Background: an optimization exercise with open tools, aiming at small area. Do not read the settings as production practice. Function was checked by simulation only, so behaviour that the tests miss may differ from the original. Power is estimated from default activity; no workload was simulated.

File: flow/config.mk
export PLATFORM = sky130hd
export DESIGN_NAME = dual_axis_pd_velocity_loop
export DESIGN_NICKNAME = dual_axis_pd_velocity_loop
export VERILOG_FILES = /design/flow/design.v
export SDC_FILE = /design/flow/constraint.sdc
export NUM_CORES = 4
export LEC_CHECK = 0
export CAP_MARGIN = 20
export CORE_MARGIN = 2
export CORE_UTILIZATION = 40
export SLEW_MARGIN = 20
File: flow/constraint.sdc
create_clock -name core_clock -period 11.0 [get_ports {clock}]
set_input_delay 2.2000 -clock core_clock [delete_from_list [all_inputs] [get_ports {clock}]]
set_output_delay 2.2000 -clock core_clock [all_outputs]
set_load 0.01 [all_outputs]
File: flow/design.v
package pdvl_pkg;
   localparam int CmdW     = 16;
   localparam int VelW     = 16;
   localparam int GainW    = 24;
   localparam int ScaleW   = 32;
   localparam int FracW    = 16;
   localparam int MulAW    = 32;
   localparam int MulBW    = 17;
   localparam int ProdW    = MulAW + MulBW;
   localparam int AccW     = 43;
   localparam int WideW    = 34;
   localparam int StepW    = 4;
   localparam int CsrIdxW  = 3;
   localparam int CsrDataW = 32;
   localparam logic [StepW-1:0] StepOutX = 4'd5;
   localparam logic [StepW-1:0] StepOutY = 4'd11;
   typedef enum logic [1:0] {
      MUL_NONE,
      MUL_SCALE,
      MUL_KP,
      MUL_KD
   } mul_sel_type;
   typedef enum logic [1:0] {
      ACC_HOLD,
      ACC_LOAD,
      ACC_ADD
   } acc_op_type;
   typedef enum logic [CsrIdxW-1:0] {
      CSR_KP_X,
      CSR_KP_Y,
      CSR_KD_X,
      CSR_KD_Y,
      CSR_SCALE_X,
      CSR_SCALE_Y,
      CSR_DERIV_EN
   } csr_idx_type;
   typedef struct packed {
      mul_sel_type      mul_sel;
      acc_op_type       acc_op;
      logic             err_load;
      logic             prev_load;
      logic             out_load;
      logic             axis;
      logic             jmp_nod;
      logic [StepW-1:0] target;
      logic             last;
   } ctl_type;
   typedef struct packed {
      logic busy;
      logic done;
   } seq_stat_type;
endpackage
import pdvl_pkg::*;
module pdvl_seq (
   input  logic         clock,
   input  logic         reset,
   input  logic         start,
   input  logic         deriv_en,
   input  logic         can_finish,
   output pdvl_pkg::ctl_type      ctl,
   output pdvl_pkg::seq_stat_type stat
);
   function automatic pdvl_pkg::ctl_type ucode(input logic [StepW-1:0] step);
      pdvl_pkg::ctl_type w;
      w = '0;
      case (step)
         4'd0: begin
            w.mul_sel = MUL_SCALE;
         end
         4'd1: begin
            w.err_load = 1'b1;
            w.acc_op   = ACC_LOAD;
         end
         4'd2: begin
            w.mul_sel = MUL_KP;
         end
         4'd3: begin
            w.acc_op  = ACC_ADD;
            w.mul_sel = MUL_KD;
            w.jmp_nod = 1'b1;
            w.target  = StepOutX;
         end
         4'd4: begin
            w.acc_op    = ACC_ADD;
            w.prev_load = 1'b1;
         end
         4'd5: begin
            w.out_load = 1'b1;
         end
         4'd6: begin
            w.axis    = 1'b1;
            w.mul_sel = MUL_SCALE;
         end
         4'd7: begin
            w.axis     = 1'b1;
            w.err_load = 1'b1;
            w.acc_op   = ACC_LOAD;
         end
         4'd8: begin
            w.axis    = 1'b1;
            w.mul_sel = MUL_KP;
         end
         4'd9: begin
            w.axis    = 1'b1;
            w.acc_op  = ACC_ADD;
            w.mul_sel = MUL_KD;
            w.jmp_nod = 1'b1;
            w.target  = StepOutY;
         end
         4'd10: begin
            w.axis      = 1'b1;
            w.acc_op    = ACC_ADD;
            w.prev_load = 1'b1;
         end
         4'd11: begin
            w.axis     = 1'b1;
            w.out_load = 1'b1;
         end
         default: begin
            w.last = 1'b1;
         end
      endcase
      ucode = w;
   endfunction
   logic [StepW-1:0] step_ff, step_in;
   logic             busy_ff, busy_in;
   pdvl_pkg::ctl_type word;
   always_comb word = ucode(step_ff);
   always_comb begin
      step_in   = step_ff;
      busy_in   = busy_ff;
      stat.busy = busy_ff;
      stat.done = 1'b0;
      if (start) begin
         busy_in = 1'b1;
         step_in = '0;
      end else if (busy_ff) begin
         if (word.last) begin
            if (can_finish) begin
               busy_in   = 1'b0;
               stat.done = 1'b1;
            end
         end else if (word.jmp_nod && !deriv_en) begin
            step_in = word.target;
         end else begin
            step_in = step_ff + 1'b1;
         end
      end
   end
   always_comb ctl = busy_ff ? word : '0;
   always_ff @(posedge clock) begin
      if (reset) begin
         step_ff <= '0;
         busy_ff <= 1'b0;
      end else begin
         step_ff <= step_in;
         busy_ff <= busy_in;
      end
   end
endmodule
import pdvl_pkg::*;
module pdvl_dp (
   input  logic                     clock,
   input  logic                     reset,
   input  logic                     start,
   input  pdvl_pkg::ctl_type                 ctl,
   input  logic signed [CmdW-1:0]   cmd_x,
   input  logic signed [CmdW-1:0]   cmd_y,
   input  logic signed [VelW-1:0]   vel_x,
   input  logic signed [VelW-1:0]   vel_y,
   input  logic signed [GainW-1:0]  kp_x,
   input  logic signed [GainW-1:0]  kp_y,
   input  logic signed [GainW-1:0]  kd_x,
   input  logic signed [GainW-1:0]  kd_y,
   input  logic signed [ScaleW-1:0] scale_x,
   input  logic signed [ScaleW-1:0] scale_y,
   output logic signed [CmdW-1:0]   out_x,
   output logic signed [CmdW-1:0]   out_y,
   output logic                     clipped
);
   localparam logic signed [WideW-1:0] SatHi = 32767;
   localparam logic signed [WideW-1:0] SatLo = -32768;
   function automatic logic [CmdW:0] sat16(input logic signed [WideW-1:0] v);
      if (v > SatHi) begin
         sat16 = {1'b1, 16'h7fff};
      end else if (v < SatLo) begin
         sat16 = {1'b1, 16'h8000};
      end else begin
         sat16 = {1'b0, v[CmdW-1:0]};
      end
   endfunction
   logic signed [CmdW-1:0]  cmd_ff [2];
   logic signed [VelW-1:0]  vel_ff [2];
   logic signed [CmdW-1:0]  prev_ff [2];
   logic signed [CmdW-1:0]  out_ff [2];
   logic signed [CmdW-1:0]  err_ff;
   logic signed [ProdW-1:0] prod_ff;
   logic signed [AccW-1:0]  acc_ff;
   logic                    clip_ff;
   logic signed [CmdW-1:0]   cmd_sel, prev_sel;
   logic signed [GainW-1:0]  kp_sel, kd_sel;
   logic signed [ScaleW-1:0] scale_sel;
   logic signed [MulAW-1:0]  mul_a;
   logic signed [MulBW-1:0]  mul_b, diff;
   logic signed [ProdW-1:0]  prod_in, prod_rnd;
   logic signed [AccW-1:0]   acc_rnd;
   logic signed [WideW-1:0]  err_wide, out_wide;
   logic [CmdW:0]            err_sat, out_sat;
   always_comb begin
      cmd_sel   = cmd_ff[ctl.axis];
      prev_sel  = prev_ff[ctl.axis];
      kp_sel    = ctl.axis ? kp_y : kp_x;
      kd_sel    = ctl.axis ? kd_y : kd_x;
      scale_sel = ctl.axis ? scale_y : scale_x;
      diff      = {err_ff[CmdW-1], err_ff} - {prev_sel[CmdW-1], prev_sel};
   end
   always_comb begin
      case (ctl.mul_sel)
         MUL_SCALE: begin
            mul_a = scale_sel;
            mul_b = {vel_ff[ctl.axis][VelW-1], vel_ff[ctl.axis]};
         end
         MUL_KP: begin
            mul_a = {{(MulAW-GainW){kp_sel[GainW-1]}}, kp_sel};
            mul_b = {err_ff[CmdW-1], err_ff};
         end
         MUL_KD: begin
            mul_a = {{(MulAW-GainW){kd_sel[GainW-1]}}, kd_sel};
            mul_b = diff;
         end
         default: begin
            mul_a = '0;
            mul_b = '0;
         end
      endcase
   end
   always_comb begin
      prod_in  = mul_a * mul_b;
      prod_rnd = prod_ff + (ProdW'(1) <<< (FracW - 1));
      err_wide = {{(WideW-CmdW){cmd_sel[CmdW-1]}}, cmd_sel}
               - {prod_rnd[ProdW-1], prod_rnd[ProdW-1:FracW]};
      err_sat  = sat16(err_wide);
      acc_rnd  = acc_ff + (AccW'(1) <<< (FracW - 1));
      out_wide = {{(WideW-AccW+FracW){acc_rnd[AccW-1]}}, acc_rnd[AccW-1:FracW]};
      out_sat  = sat16(out_wide);
   end
   always_ff @(posedge clock) begin
      if (start) begin
         cmd_ff[0] <= cmd_x;
         cmd_ff[1] <= cmd_y;
         vel_ff[0] <= vel_x;
         vel_ff[1] <= vel_y;
      end
      if (ctl.mul_sel != MUL_NONE) begin
         prod_ff <= prod_in;
      end
      if (ctl.err_load) begin
         err_ff <= err_sat[CmdW-1:0];
      end
      case (ctl.acc_op)
         ACC_LOAD: acc_ff <= {{(AccW-CmdW-FracW){cmd_sel[CmdW-1]}}, cmd_sel, {FracW{1'b0}}};
         ACC_ADD:  acc_ff <= acc_ff + prod_ff[AccW-1:0];
         default:  acc_ff <= acc_ff;
      endcase
      if (ctl.out_load) begin
         out_ff[ctl.axis] <= out_sat[CmdW-1:0];
      end
   end
   always_ff @(posedge clock) begin
      if (reset) begin
         prev_ff[0] <= '0;
         prev_ff[1] <= '0;
         clip_ff    <= 1'b0;
      end else begin
         if (ctl.prev_load) begin
            prev_ff[ctl.axis] <= err_ff;
         end
         if (start) begin
            clip_ff <= 1'b0;
         end else if (ctl.err_load) begin
            clip_ff <= clip_ff | err_sat[CmdW];
         end else if (ctl.out_load) begin
            clip_ff <= clip_ff | out_sat[CmdW];
         end
      end
   end
   assign out_x   = out_ff[0];
   assign out_y   = out_ff[1];
   assign clipped = clip_ff;
endmodule
import pdvl_pkg::*;
module dual_axis_pd_velocity_loop (
   input  logic                   clock,
   input  logic                   reset,
   input  logic                   req_valid,
   output logic                   req_ready,
   input  logic [CmdW-1:0]        req_cmd_x,
   input  logic [CmdW-1:0]        req_cmd_y,
   input  logic [VelW-1:0]        req_vel_x,
   input  logic [VelW-1:0]        req_vel_y,
   output logic                   rsp_valid,
   input  logic                   rsp_ready,
   output logic [CmdW-1:0]        rsp_out_x,
   output logic [CmdW-1:0]        rsp_out_y,
   output logic                   rsp_clipped,
   input  logic                   csr_valid,
   output logic                   csr_ready,
   input  logic [CsrIdxW-1:0]     csr_index,
   input  logic [CsrDataW-1:0]    csr_data
);
   logic signed [GainW-1:0]  kp_x_ff, kp_y_ff, kd_x_ff, kd_y_ff;
   logic signed [ScaleW-1:0] scale_x_ff, scale_y_ff;
   logic                     deriv_en_ff;
   logic                     rsp_valid_ff;
   logic signed [CmdW-1:0]   rsp_x_ff, rsp_y_ff;
   logic                     rsp_clip_ff;
   logic                   start, can_finish;
   pdvl_pkg::ctl_type      ctl;
   pdvl_pkg::seq_stat_type stat;
   logic signed [CmdW-1:0] dp_x, dp_y;
   logic                   dp_clip;
   assign req_ready  = !stat.busy;
   assign start      = req_valid && req_ready;
   assign can_finish = !rsp_valid_ff || rsp_ready;
   assign csr_ready  = 1'b1;
   pdvl_seq u_seq (
      .clock      (clock),
      .reset      (reset),
      .start      (start),
      .deriv_en   (deriv_en_ff),
      .can_finish (can_finish),
      .ctl        (ctl),
      .stat       (stat)
   );
   pdvl_dp u_dp (
      .clock   (clock),
      .reset   (reset),
      .start   (start),
      .ctl     (ctl),
      .cmd_x   (req_cmd_x),
      .cmd_y   (req_cmd_y),
      .vel_x   (req_vel_x),
      .vel_y   (req_vel_y),
      .kp_x    (kp_x_ff),
      .kp_y    (kp_y_ff),
      .kd_x    (kd_x_ff),
      .kd_y    (kd_y_ff),
      .scale_x (scale_x_ff),
      .scale_y (scale_y_ff),
      .out_x   (dp_x),
      .out_y   (dp_y),
      .clipped (dp_clip)
   );
   always_ff @(posedge clock) begin
      if (reset) begin
         kp_x_ff     <= '0;
         kp_y_ff     <= '0;
         kd_x_ff     <= '0;
         kd_y_ff     <= '0;
         scale_x_ff  <= '0;
         scale_y_ff  <= '0;
         deriv_en_ff <= 1'b1;
      end else if (csr_valid && csr_ready) begin
         case (csr_index)
            CSR_KP_X:     kp_x_ff     <= csr_data[GainW-1:0];
            CSR_KP_Y:     kp_y_ff     <= csr_data[GainW-1:0];
            CSR_KD_X:     kd_x_ff     <= csr_data[GainW-1:0];
            CSR_KD_Y:     kd_y_ff     <= csr_data[GainW-1:0];
            CSR_SCALE_X:  scale_x_ff  <= csr_data[ScaleW-1:0];
            CSR_SCALE_Y:  scale_y_ff  <= csr_data[ScaleW-1:0];
            CSR_DERIV_EN: deriv_en_ff <= csr_data[0];
            default: ;
         endcase
      end
   end
   always_ff @(posedge clock) begin
      if (reset) begin
         rsp_valid_ff <= 1'b0;
      end else if (stat.done) begin
         rsp_valid_ff <= 1'b1;
      end else if (rsp_ready) begin
         rsp_valid_ff <= 1'b0;
      end
   end
   always_ff @(posedge clock) begin
      if (stat.done) begin
         rsp_x_ff    <= dp_x;
         rsp_y_ff    <= dp_y;
         rsp_clip_ff <= dp_clip;
      end
   end
   assign rsp_valid   = rsp_valid_ff;
   assign rsp_out_x   = rsp_x_ff;
   assign rsp_out_y   = rsp_y_ff;
   assign rsp_clipped = rsp_clip_ff;
endmodule
File: flow/run.sh
#!/bin/bash
# synth_recipe.tcl (not shown) runs the flow's synth.tcl, then flattens the netlist and writes it again
# the make line also repeats each setting of config.mk as NAME=value (left out here)
make -C /OpenROAD-flow-scripts/flow DESIGN_CONFIG=/design/flow/config.mk WORK_HOME=/design/flow/orfs CLKGATE_MAP_FILE= SYNTH_SCRIPT=/design/flow/synth_recipe.tcl finish
==> impl_metrics.csv <==
group,metric,value,unit
global_routing,grt_overflow_total,0,
floorplanning,ios,140,
route,dr.pass1.iters,5,
worst_setup_path,crit_fanout,32,
cts,cts_buffers,51,
route,drtAntennaViolNets,0,
power_and_ir_drop,cellLeakagePower,20.6,nW
floorplanning,initial_core_util,40.3,%
final_layout,multiInputGateArea,27800,um2
run,drv_cap,0,
cts,clockBufferDepth,3,
logic_synthesis,syn-num-nets,5465,
global_routing,grt_pass1_vias,33072,
route,wl_per_cell,20.2,um
sta,tightest_slew,1080,ps
sta,slew-limit-headroom,27.9,%
worst_setup_path,worst_path_largest_cell_delay,650,ps
floorplanning,die_w,329,um
worst_setup_path,crit_top_cell,"fa_1",
logic_synthesis,ys_types,87,
final_layout,syn2layout_area_growth,11.5,%
sta,setup_violations,0,
sta,period_needed,10270,ps
route,dr_total_vias,32917,
power_and_ir_drop,ir_drop,109,uV
global_routing,grt_max_degree,127,
sta,post-route-period-util,93.4,%
cts,cts_tree,"built",
power_and_ir_drop,p_seq_share,43.3,%
worst_setup_path,end_kind,"register",
floorplanning,core,105000,um2
final_layout,final_nets,5543,
worst_setup_path,cp.required,11360,ps
logic_synthesis,synth_top_area_share,24.8,%
logic_synthesis,ys.flop_type,"edfxtp_1",
logic_synthesis,synth.area.top_cells,"fa_1 25%, edfxtp_1 19%, dfxtp_1 8.5%",
logic_synthesis,yosys.area.top_type,"fa_1",
worst_setup_path,rr_worst_depth,36,
global_routing,grt_use_total,22.9,%
logic_synthesis,synthesis.area,42300,um2
logic_synthesis,async_reset_ff_share,0,%
global_routing,antenna_found_initial,1,
power_and_ir_drop,clkPwrFrac,36.8,%
logic_synthesis,synth_edf_count,269,
power_and_ir_drop,p_switching,1.33,mW
cts,post_cts_buffers,0,
logic_synthesis,syn_area_per_cell,9.15,um2
min_path,worstHoldPathType,"register to register",
floorplanning,dieArea,108000,um2
place,placed_cell_area,45600,um2
sta,timing.fmax,97.3,MHz
sta,slew_violations,0,
global_routing,grt_pass1_wl,193000,um
min_path,min_path_cells,0,
logic_synthesis,synth-seq-area-share,27.6,%
worst_setup_path,crit_type,"register to register",
worst_setup_path,arrival,10630,ps
place,io_buffers,138,
cts,clk_pin_slew,60,ps
route,drtIter0Drc,2275,
sta,rsz0062_at_grt,"no",
cts,cts.sinks,448,
logic_synthesis,synth_cells,4623,
final_layout,fin_area,47200,um2
worst_setup_path,reg2reg_to,"u_dp.prod_ff[42]",
route,drc,0,
final_layout,drive_gt1_share,5.28,%
place,dp_hpwl,96600,um
final_layout,n_fill_cell,10249,
route,wirelength,124000,um
min_path,holdCritStartpoint,"u_dp.out_ff[1][2]",
logic_synthesis,yosys_warnings,5,
power_and_ir_drop,pwr-share-comb,19.9,%
final_layout,insertedDiodeCount,0,
sta,tns,0,ps
power_and_ir_drop,powerDensity,92.7,nW/um2
min_path,min_to,"rsp_out_y[2]",
floorplanning,die_y,329,um
final_layout,regArea,11700,um2
worst_setup_path,reg2reg_slack,730,ps
floorplanning,placementRows,119,
cts,htreeDepth,2,
logic_synthesis,ys_seq_elements,448,
cts,cts_hold_buffers,0,
run_status,status,"complete, no violations",
sta,skew,36.5,ps
worst_setup_path,start_kind,"register",
cts,clk_latency,640,ps
worst_setup_path,slowest_stage,"mux2_2",
power_and_ir_drop,p_sw_share,30.3,%
power_and_ir_drop,cell_internal_pwr,3.05,mW
cts,cts-root-buf,"clkbuf_16",
place,finalWeightedCongestion,0.941,
route,vias_per_cell,5.37,
worst_setup_path,reg2reg_from,"u_seq.word[6]",
sta,final_hold_viol_count,0,
## state kept, by name (all words and copies together) (netlist names), 32 cells and up
name,cells
u_dp.cmd_ff,32
u_dp.out_ff,32
u_dp.vel_ff,32
u_dp.prod_ff,49
scale_x_ff,32
u_dp.acc_ff,43
u_dp.prev_ff,32
scale_y_ff,32
## power groups by stage
stage / combinational, mW / sequential (mW) / clock [mW]
after CTS: 0.863 / 1.89 / 1.65
after floorplan: 0.587 / 1.90 / 0
final: 0.872 / 1.89 / 1.61
after detailed placement: 0.859 / 1.93 / 0
after global placement: 0.853 / 1.93 / 0
after global routing: 0.953 / 1.90 / 1.71
## synthesized netlist by cell type, types with 69 or more instances
| master | count |
|---|---|
| dfxtp_1 | 179 |
| fa_1 | 524 |
| a21o_1 | 77 |
| inv_1 | 637 |
| nand2_1 | 770 |
| edfxtp_1 | 269 |
| and2_1 | 77 |
| o21ai_0 | 127 |
| nand3_1 | 69 |
| xnor2_1 | 86 |
| ha_1 | 214 |
| nor2_1 | 357 |
| a21oi_1 | 327 |
| clkbuf_1 | 172 |
## cells in the final DEF (no fill, tap or decap), types with 16 or more instances in the layout
cell             synthesis  routed
dfxtp_1                179     179
xor2_1                  68      68
buf_4                    3      75
clkdlybuf4s50_1          0     137
a22o_1                  23      23
and3_1                  42      40
a22oi_1                 27      27
nand3_1                 69      67
inv_1                  637     636
and2_1                  77      76
nor2_1                 357     354
o211ai_1                17      17
o221a_2                 24      24
xnor2_1                 86      86
a21o_1                  77      77
nand2b_1                38      38
mux2i_1                 57      57
nand2_1                770     768
a31oi_1                 19      19
nor2b_1                 28      26
nor3_1                  37      34
fa_1                   524     524
nand4_1                 20      20
o21ai_0                127     125
a211oi_1                20      19
o21bai_1                25      25
a21oi_1                327     324
clkbuf_16                0      51
o21a_1                  37      37
edfxtp_1               269     269
o31ai_1                 16      16
ha_1                   214     214
o221ai_1                29      24
## critical path, delay by kind of cell, from the launching register on
kind,cells,cell delay (ps)
mux,1,650
buf+inv,4,220
fa+ha+maj,9,4100
compound gates,16,3750
flops,1,380
simple gates,6,820
## cell type report
type	count	area share, %
Timing Repair Buffer	217	4.35
Sequential cell	448	24.7
Clock buffer	60	2.80
Multi-Input combinational cell	3345	58.9
Clock inverter	30	0.488
Inverter	638	5.08
Tap cell	1391	3.69
## per-layer routing
layer / up-vias / GRT usage (%) / wire [um]
met5: - / 0 / 13
met4: 2 / 8.33 / 4860
met3: 211 / 3.43 / 7440
met2: 1020 / 37.8 / 57500
met1: 16240 / 30.5 / 53800
li1: 15444 / - / -
## metrics by stage
step                      hold slack [ps]  std cells  power (mW)  setup WS, ps  util (%)
after floorplan                       400       4623        2.49           428         -
after CTS                             418       6129        4.40           625      44.8
after global routing                  428       6129        4.56          32.4      44.9
after global placement                402       6036        2.78           800      43.3
final                                 416       6129        4.37           727      44.9
after detailed placement              405       6039        2.79           607      43.4
## logic make-up (layout without fill, tap and decap cells)
| logic type | after synthesis | in the layout | share of synthesized area, % |
|---|---|---|---|
| AND/OR/NAND/NOR | 1510 | 1510 | 15.6 |
| AO/OA/AOI/OAI | 881 | 881 | 13.6 |
| buffers and inverters | 830 | 945 | 7.43 |
| adder cells (fa/ha/maj) | 738 | 738 | 31.1 |
| flip-flops | 448 | 448 | 27.6 |
| XOR/XNOR | 154 | 154 | 3.19 |
| multiplexers | 61 | 61 | 1.45 |
| other | 1 | 1 | 0.00886 |
## worst max-delay path by stage
stage                       start               end  slack [ps]
floorplan           u_seq.busy_ff  u_dp.prod_ff[42]         430
global placement    u_seq.busy_ff  u_dp.prod_ff[48]         800
detailed placement  u_seq.word[6]  u_dp.prod_ff[48]         610
CTS                 u_seq.word[6]  u_dp.prod_ff[48]         620
global route        u_seq.word[6]  u_dp.prod_ff[47]          30
finish              u_seq.word[6]  u_dp.prod_ff[42]         730
## timing repair
action	in CTS	in global routing
endpoints found under the setup margin	0	5
hold endpoints to repair	0	0
gates resized for setup	0	3

afterwards: timing with drivers on the ports:
How much do the figures lean on ideal ports? The routed layout below was timed once more, with nothing changed but the port constraints. Step 1, drivers: a clkbuf_16 drives clock and a buf_2 each remaining input, both assumed. Step 2, shift: input delay + t, output delay - t, t = (earliest + latest rising clock arrival at the registers) / 2. This alone moves slack from input paths to output paths. a / b / c = ideal / step 1 / step 2; a / b = the first two.
t (ns): 0.688
slack for setup (ns): 0.727 / 0.727 / 0.727
clock arrival spread, ns: 0.036 / 0.037
slew at the worst register clock pin (ns): 0.07 / 0.07
After both steps this run still meets setup and hold. For this run, drivers alone change the setup slack by 0.000 ns; drivers and shift together by 0.000 ns.
